This design comes from an exercise in tuning for small area on the open sky130 flow, not from production work.
In this exercise RTL edits were held to simulation tests only and were not proved equivalent to the original.
Power is estimated from default activity; no workload was simulated.

==> flow/design.v <==
`default_nettype none
module sram_1r1w_wbit (
  input  logic q,
  input  logic hold,
  input  logic wr,
  input  logic d,
  output logic y
);
  assign y = (q & hold) | (d & wr);
endmodule
module sram_1r1w_rd3 (
  input  logic [2:0] sel,
  input  logic [2:0] d,
  output logic       y_n
);
  assign y_n = ~|(sel & d);
endmodule
module sram_1r1w_nand #(
  parameter int N = 4
) (
  input  logic [N-1:0] a,
  output logic         y
);
  assign y = ~&a;
endmodule
module sram_1r1w_nor2 (
  input  logic [1:0] a,
  output logic       y_n
);
  assign y_n = ~|a;
endmodule
module sram_1r1w_rdor (
  input  logic [21:0] g_n,
  output logic        y
);
  logic [5:0] w_l1;
  logic [2:0] w_l2_n;
  for (genvar k = 0; k < 4; k++) begin : g_l1a
    sram_1r1w_nand u_nand (.a(g_n[4*k +: 4]), .y(w_l1[k]));
  end
  for (genvar k = 0; k < 2; k++) begin : g_l1b
    sram_1r1w_nand #(.N(3)) u_nand (.a(g_n[16 + 3*k +: 3]), .y(w_l1[4 + k]));
  end
  for (genvar k = 0; k < 3; k++) begin : g_l2
    sram_1r1w_nor2 u_nor (.a(w_l1[2*k +: 2]), .y_n(w_l2_n[k]));
  end
  assign y = ~&w_l2_n;
endmodule
module sram_1r1w_param #(
  parameter int    DATA_WIDTH        = 32,
  parameter int    SIZE              = 64,
  parameter int    ADDR_WIDTH        = (SIZE > 1) ? $clog2(SIZE) : 1,
  parameter        READ_DURING_WRITE = "NEW_DATA",
  parameter int    CLEAR_ON_RESET    = 1
) (
  input  logic                  clk,
  input  logic                  rst_n,
  input  logic                  read_en,
  input  logic [ADDR_WIDTH-1:0] read_addr,
  output logic [DATA_WIDTH-1:0] read_data,
  input  logic                  write_en,
  input  logic [ADDR_WIDTH-1:0] write_addr,
  input  logic [DATA_WIDTH-1:0] write_data,
  output logic                  init_busy
);
  logic [ADDR_WIDTH-1:0]               r_cnt;
  logic [SIZE-1:0][DATA_WIDTH-1:0]     r_mem;
  always_ff @(posedge clk) begin
    if (!rst_n) begin
      r_cnt     <= '0;
      init_busy <= 1'b1;
    end else begin
      r_cnt     <= r_cnt + 1'b1;
      init_busy <= init_busy && (r_cnt != ADDR_WIDTH'(SIZE - 1));
    end
  end
  logic [SIZE-1:0]       w_row_sweep;
  logic [SIZE-1:0]       w_row_wr;
  logic [SIZE-1:0]       w_row_hold;
  logic [SIZE-1:0][DATA_WIDTH-1:0] w_mem_next;
  always_comb begin
    for (int i = 0; i < SIZE; i++) begin
      w_row_sweep[i] = rst_n && init_busy && (r_cnt == ADDR_WIDTH'(i));
      w_row_wr[i]    = rst_n && !init_busy && write_en && (write_addr == ADDR_WIDTH'(i));
      w_row_hold[i]  = !(w_row_sweep[i] || w_row_wr[i]);
    end
  end
  for (genvar i = 0; i < SIZE; i++) begin : g_row
    for (genvar j = 0; j < DATA_WIDTH; j++) begin : g_bit
      sram_1r1w_wbit u_wbit (
        .q(r_mem[i][j]), .hold(w_row_hold[i]), .wr(w_row_wr[i]),
        .d(write_data[j]), .y(w_mem_next[i][j])
      );
    end
  end
  always_ff @(posedge clk) begin
    r_mem <= w_mem_next;
  end
  localparam int c_TERMS  = SIZE + 2;
  localparam int c_GROUPS = (c_TERMS + 2) / 3;
  logic            w_rd;
  logic            w_fwd;
  logic            w_hold;
  logic [c_GROUPS*3-1:0]                 w_term_sel;
  logic [c_GROUPS*3-1:0][DATA_WIDTH-1:0] w_term_dat;
  logic [DATA_WIDTH-1:0][c_GROUPS-1:0]   w_grp_n;
  logic [DATA_WIDTH-1:0]                 w_rd_next;
  assign w_rd   = rst_n && !init_busy && read_en;
  assign w_fwd  = w_rd && write_en && (write_addr == read_addr);
  assign w_hold = rst_n && !w_rd;
  always_comb begin
    w_term_sel = '0;
    w_term_dat = '0;
    for (int i = 0; i < SIZE; i++) begin
      w_term_sel[i] = w_rd && !w_row_wr[i] && (read_addr == ADDR_WIDTH'(i));
      w_term_dat[i] = r_mem[i];
    end
    w_term_sel[SIZE]     = w_fwd;
    w_term_dat[SIZE]     = write_data;
    w_term_sel[SIZE + 1] = w_hold;
    w_term_dat[SIZE + 1] = read_data;
  end
  for (genvar g = 0; g < c_GROUPS; g++) begin : g_grp
    for (genvar j = 0; j < DATA_WIDTH; j++) begin : g_bit
      sram_1r1w_rd3 u_rd3 (
        .sel(w_term_sel[3*g +: 3]),
        .d({w_term_dat[3*g+2][j], w_term_dat[3*g+1][j], w_term_dat[3*g][j]}),
        .y_n(w_grp_n[j][g])
      );
    end
  end
  for (genvar j = 0; j < DATA_WIDTH; j++) begin : g_rdor
    sram_1r1w_rdor u_rdor (.g_n(w_grp_n[j]), .y(w_rd_next[j]));
  end
  always_ff @(posedge clk) begin
    read_data <= w_rd_next;
  end
endmodule
`default_nettype wire
clock: 4.0 ns
lec_check: 0
cap_margin: 0
core_margin: 2
core_utilization: 30
slew_margin: 0
synth_hierarchical: 1
synth_minimum_keep_size: 0
standard.sh (not shown) runs the stock make flow with config.mk's settings and CLKGATE_MAP_FILE= SYNTH_SCRIPT=/design/flow/synth_recipe.tcl, a recipe that flattens the netlist after the stock synthesis.
==> flow/flow/run.sh <==
#!/bin/bash
# Standard ORFS layout (the standard.sh, standard synthesis) with a leaner
# clock tree (larger sink clusters, no dummy loads) and plain buffers on the
# ports. Each ORFS step logs to orfs/logs/; this script's own output goes to
# standard.log.
set -euo pipefail
export CTS_ARGS="-sink_clustering_enable -repair_clock_nets -dont_use_dummy_load -sink_clustering_size 20 -sink_clustering_max_diameter 50 -buf_list {sky130_fd_sc_hd__clkbuf_4 sky130_fd_sc_hd__clkbuf_8}"
export BUFFER_PORTS_ARGS="-buffer_cell sky130_fd_sc_hd__buf_2"
bash standard.sh > standard.log 2>&1
The starting point passed the timing, design-rule and antenna checks.
Edit:
==> flow/flow/run.sh (replaced) <==
#!/bin/bash
# Standard ORFS layout (the standard.sh, standard synthesis) with a leaner
# clock tree (larger sink clusters, no dummy loads) and plain buffers on the
# ports. Each ORFS step logs to orfs/logs/; this script's own output goes to
# standard.log.
set -euo pipefail
export CTS_ARGS="-sink_clustering_enable -repair_clock_nets -dont_use_dummy_load -sink_clustering_size 16 -sink_clustering_max_diameter 50 -buf_list {sky130_fd_sc_hd__clkbuf_4 sky130_fd_sc_hd__clkbuf_8}"
export BUFFER_PORTS_ARGS="-buffer_cell sky130_fd_sc_hd__buf_2"
bash standard.sh > standard.log 2>&1
CAP_MARGIN = 10   (was 0)
CORE_UTILIZATION = 35   (was 30)
PLACE_DENSITY = 0.9   (was not set)
SLEW_MARGIN = 10   (was 0)
What happened: The changed run finished clean; power shrinks by about 0.7%; worst setup slack improved by 0.039 ns; hold slack improved by 0.035 ns; global-route usage grows by 2.0 points.

## separate check: timing with driven ports
The flow's constraints put no driver on any port. The routed layouts listed below were extracted and timed again, unchanged, in two steps. Step 1 (the two cells are an assumption about what drives the block):
set clk [get_ports {clk}]
set_driving_cell -lib_cell sky130_fd_sc_hd__clkbuf_16 $clk
set_driving_cell -lib_cell sky130_fd_sc_hd__buf_2 [delete_from_list [all_inputs] $clk]
Step 2 moves the port delays by t, midway between the first and last clock arrival at a register: inputs arrive t later, outputs are due t later. That takes back most of the time a late clock gives input paths. Three values: ideal, step 1, step 2; two values: the first two.
run	t, ns	setup slack, ns	worst setup path after step 2	clock arrival spread, ns	pins driven straight from the clock port
the first run	1.038	0.288 / 0.288 / -0.544	input to register	0.121 / 0.121	1
the second run	0.991	0.327 / 0.327 / -0.652	input to register	0.134 / 0.134	1
Met with ideal ports but missed after step 2: setup timing in the first run and the second run. The setup slack of the second run, which loses most, moves by 0.000 ns with the drivers and by -0.979 ns with both steps.
